From an optimization exercise on the open Yosys and OpenROAD flow, aimed at small area, a short achievable clock period and few clock cycles per item; shortcuts taken in it are not production practice.
Only simulation tests tie the RTL to the original design; equivalence was not proved.
No activity file was given, so power comes from the tool's default toggle rates.

== run 2 ==
## wheel_pulse_rate_remapper
module wheel_pulse_rate_remapper (
  input  logic        clk_i,
  input  logic        rst_ni,
  input  logic        s_axis_tvalid,
  output logic        s_axis_tready,
  input  logic [7:0]  s_axis_tdata,
  output logic        m_axis_tvalid,
  input  logic        m_axis_tready,
  output logic [39:0] m_axis_tdata,
  input  logic        cfg_valid_i,
  output logic        cfg_ready_o,
  input  logic [2:0]  cfg_index_i,
  input  logic [31:0] cfg_data_i
);
Size: roughly 430 flip-flops.
==> module wprr_remap, before the edit <==
module wprr_remap (
  input  logic        clk_i,
  input  logic        rst_ni,
  input  logic        start_i,        
  input  logic        cfg_i,          
  input  logic        keep_i,         
  input  logic        drop_i,         
  input  logic [11:0] wheel_i,
  input  logic [31:0] interval_i,
  output logic        idle_o,         
  output logic        final_o,        
  output logic        busy_o,         
  output logic [9:0]  quotient_o,
  output logic [31:0] interval_o
);
  typedef enum logic [1:0] {
    R_DONE,
    R_MUL,
    R_DIV,
    R_KEEP
  } remap_state_e;
  remap_state_e state_q;
  logic         cfg_q;           
  logic [3:0]   cnt_q;
  logic [1:0]   dig_q;
  logic [40:0]  acc_q;           
  logic         neg_q;           
  logic [30:0]  den_q;           
  logic [9:0]   quo_q;           
  logic [31:0]  ival_q;
  logic [18:0]  mcand_q;         
  logic [15:0]  wden_q;          
  logic [1:0]   skip_q;          
  logic [1:0]   skip_in;         
  logic         cfgp_q;          
  logic         final_q;         
  logic         last_q;          
  logic         protect, cfg_go;
  logic [11:0]  w_src;
  assign protect = keep_i && !cfg_q && (state_q != R_DONE);
  assign cfg_go  = cfgp_q && !protect;
  assign w_src   = ival_q[11:0];
  assign skip_in = (w_src <= 12'd1422) ? 2'd2 : (w_src <= 12'd2844) ? 2'd1 : 2'd0;
  function automatic logic [21:0] clamp22(input logic [31:0] v);
    clamp22 = (v[31:22] != '0) ? 22'h3fffff : v[21:0];
  endfunction
  function automatic logic [3:0] top_pair(input logic [21:0] v);
    top_pair = 4'd0;
    for (int j = 1; j < 11; j++) begin
      if (v[2*j +: 2] != 2'b00) top_pair = 4'(j);
    end
  endfunction
  logic [21:0] ic_in, ic_q;
  logic [3:0]  tp_in, cnt_m1;
  assign ic_in  = clamp22(interval_i);
  assign ic_q   = clamp22(ival_q);
  assign tp_in  = top_pair(ic_in);
  assign cnt_m1 = cnt_q - 4'd1;
  logic [18:0] mul_m;
  logic [10:0] den_t;
  logic [21:0] lo_sum;
  logic [19:0] hi_inc;
  logic [40:0] acc_mul;
  logic [30:0] den_mul;
  logic        last_add;
  assign mul_m   = mcand_q;        
  assign lo_sum  = {1'b0, acc_q[18:0], 2'b00} + (dig_q[1] ? {2'b00, mul_m, 1'b0} : 22'd0)
                                              + (dig_q[0] ? {3'b000, mul_m} : 22'd0);
  assign hi_inc  = acc_q[38:19] + 20'd1;
  assign acc_mul = {lo_sum[21] ? hi_inc : acc_q[38:19], lo_sum[20:0]};
  always_comb begin
    unique case (dig_q)
      2'd0: den_t = 11'd0;
      2'd1: den_t = cfg_q ? 11'd9  : 11'd500;
      2'd2: den_t = cfg_q ? 11'd18 : 11'd1000;
      default: den_t = cfg_q ? 11'd27 : 11'd1500;
    endcase
  end
  assign last_add = last_q;
  assign den_mul  = {den_q[28:0], 2'b00} + 31'(den_t) + (last_add ? 31'(wden_q) : 31'd0);
  logic [32:0] p2, rem_n;
  assign p2    = {neg_q, acc_q[40:10], acc_q[9]};
  logic [32:0] dx;
  logic [33:0] rsum;
  assign dx    = {2'b00, den_q} ^ {33{!neg_q}};
  assign rsum  = {p2, 1'b1} + {dx, !neg_q};
  assign rem_n = rsum[33:1];
  always_ff @(posedge clk_i or negedge rst_ni) begin
    if (!rst_ni) begin
      state_q <= R_DONE;
      cfg_q   <= 1'b0;
      cnt_q   <= '0;
      mcand_q <= 19'd424800;      
      wden_q  <= 16'd21240;       
      skip_q  <= 2'd1;
      cfgp_q  <= 1'b0;
      final_q <= 1'b0;
      last_q  <= 1'b0;
    end else begin
    last_q <= 1'b0;
    if (cfg_go) begin
      cfgp_q  <= 1'b0;
      state_q <= R_MUL;
      cfg_q   <= 1'b1;
      cnt_q   <= 4'd5;
      mcand_q <= 19'd90 << skip_in;
      skip_q  <= skip_in;
    end else if (start_i) begin
      state_q <= R_MUL;
      cfg_q   <= 1'b0;
      final_q <= 1'b0;
      cnt_q   <= tp_in;
      last_q  <= (tp_in == 4'd0);
    end else begin
      unique case (state_q)
        R_MUL: begin
          if (cnt_q == 4'd0) begin
            if (cfg_q) begin
              state_q <= R_KEEP;
            end else begin
              state_q <= R_DIV;
              cnt_q   <= 4'd9 - 4'(skip_q);
            end
          end else begin
            cnt_q  <= cnt_m1;
            last_q <= !cfg_q && (cnt_q == 4'd1);
          end
        end
        R_DIV: begin
          if (cnt_q == 4'd0) begin
            state_q <= R_DONE;
            final_q <= 1'b1;
          end
          cnt_q <= cnt_m1;
        end
        R_KEEP: begin
          state_q <= R_DONE;
          cfg_q   <= 1'b0;
          mcand_q <= acc_q[18:0];
          wden_q  <= den_q[15:0];
        end
        default: ;
      endcase
      if (drop_i && !cfg_q) state_q <= R_DONE;
    end
    if (cfg_i) cfgp_q <= 1'b1;
    end
  end
  always_ff @(posedge clk_i) begin
    if (cfg_i) ival_q <= {20'd0, wheel_i};
    if (cfg_go) begin
      dig_q  <= w_src[11:10];
      acc_q  <= '0;
      den_q  <= '0;
    end else if (start_i) begin
      if (!cfg_i) ival_q <= interval_i;
      dig_q  <= ic_in[2*tp_in +: 2];
      acc_q  <= '0;
      den_q  <= '0;
      neg_q  <= 1'b0;
      quo_q  <= '0;
    end else if (state_q == R_MUL) begin
      acc_q  <= acc_mul;
      den_q  <= den_mul;
      dig_q  <= ic_q[2*cnt_m1 +: 2];    
    end else if (state_q == R_DIV) begin
      acc_q  <= {rem_n[30:0], acc_q[8:0], 1'b0};
      neg_q  <= rem_n[32];
      quo_q[cnt_q] <= !rem_n[32];
    end
  end
  assign idle_o     = (state_q == R_DONE) && !cfgp_q;
  assign final_o    = final_q;
  assign busy_o     = (state_q != R_DONE) && !cfg_q && !cfgp_q;
  assign quotient_o = quo_q;
  assign interval_o = ival_q;
endmodule
clock: 8.0 ns
lec_check: 0
cap_margin: 20
core_margin: 2
core_utilization: 35
setup_slack_margin: 4.6
slew_margin: 20
run.sh (not shown) runs the stock make flow with config.mk's settings and CLKGATE_MAP_FILE= SYNTH_SCRIPT=/design/flow/synth_recipe.tcl, a recipe that flattens the netlist after the stock synthesis.
Testbench counts of run 2, summed over its fixed seeds: cycles 8,885, items 8,000.
### run 2 -> run 3
diff --git a/flow/design.v b/flow/design.v
--- a/flow/design.v
+++ b/flow/design.v
@@ -166,7 +166,7 @@
     end else if (state_q == R_DIV) begin
       acc_q  <= {rem_n[30:0], acc_q[8:0], 1'b0};
       neg_q  <= rem_n[32];
-      quo_q[cnt_q] <= !rem_n[32];
+      if (!rem_n[32]) quo_q[cnt_q] <= 1'b1;
     end
   end
   assign idle_o     = (state_q == R_DONE) && !cfgp_q;
Notes after the runs:
- Combinational cell fraction of total power delta for run 3 relative to run 2: 1.8 points higher
- Looking at cell area after placement, run 3 sits 200 um2 higher than run 2 does.
- Count of non-CTS inverters in the layout: run 3 lower than run 2
- Diff run 3..run 2 | final area | negligible
- | detailed placement HPWL | run 3 vs run 2 | worse |
Testbench counts of run 3, summed over its fixed seeds: cycles 8,885, items 8,000.

-- port drivers added, routing unchanged --
Ports are ideal in the flow. The routed layouts listed here were re-timed in OpenROAD.
Step 1 (the two cells are an assumption about what drives the block):
set clk [get_ports {clk_i}]
set_driving_cell -lib_cell sky130_fd_sc_hd__clkbuf_16 $clk
set_driving_cell -lib_cell sky130_fd_sc_hd__buf_2 [delete_from_list [all_inputs] $clk]
Step 2 times the ports against the registers' clock, not the clock port: input delays grow and output delays shrink by t, the midpoint of the rising clock arrivals with the driver on.
Slacks: ideal / step 1 / step 2; pairs: ideal / step 1.
run	t (ns)	slack for setup (ns)	pins driven straight from the clock port
run 2	0.668	4.232 / 4.232 / 3.939	1
run 3	0.686	4.362 / 4.362 / 4.030	1
After both steps setup and hold are still met in every run listed. For run 3, which loses most, drivers alone change the setup slack by 0.000 ns; drivers and shift together by -0.332 ns.
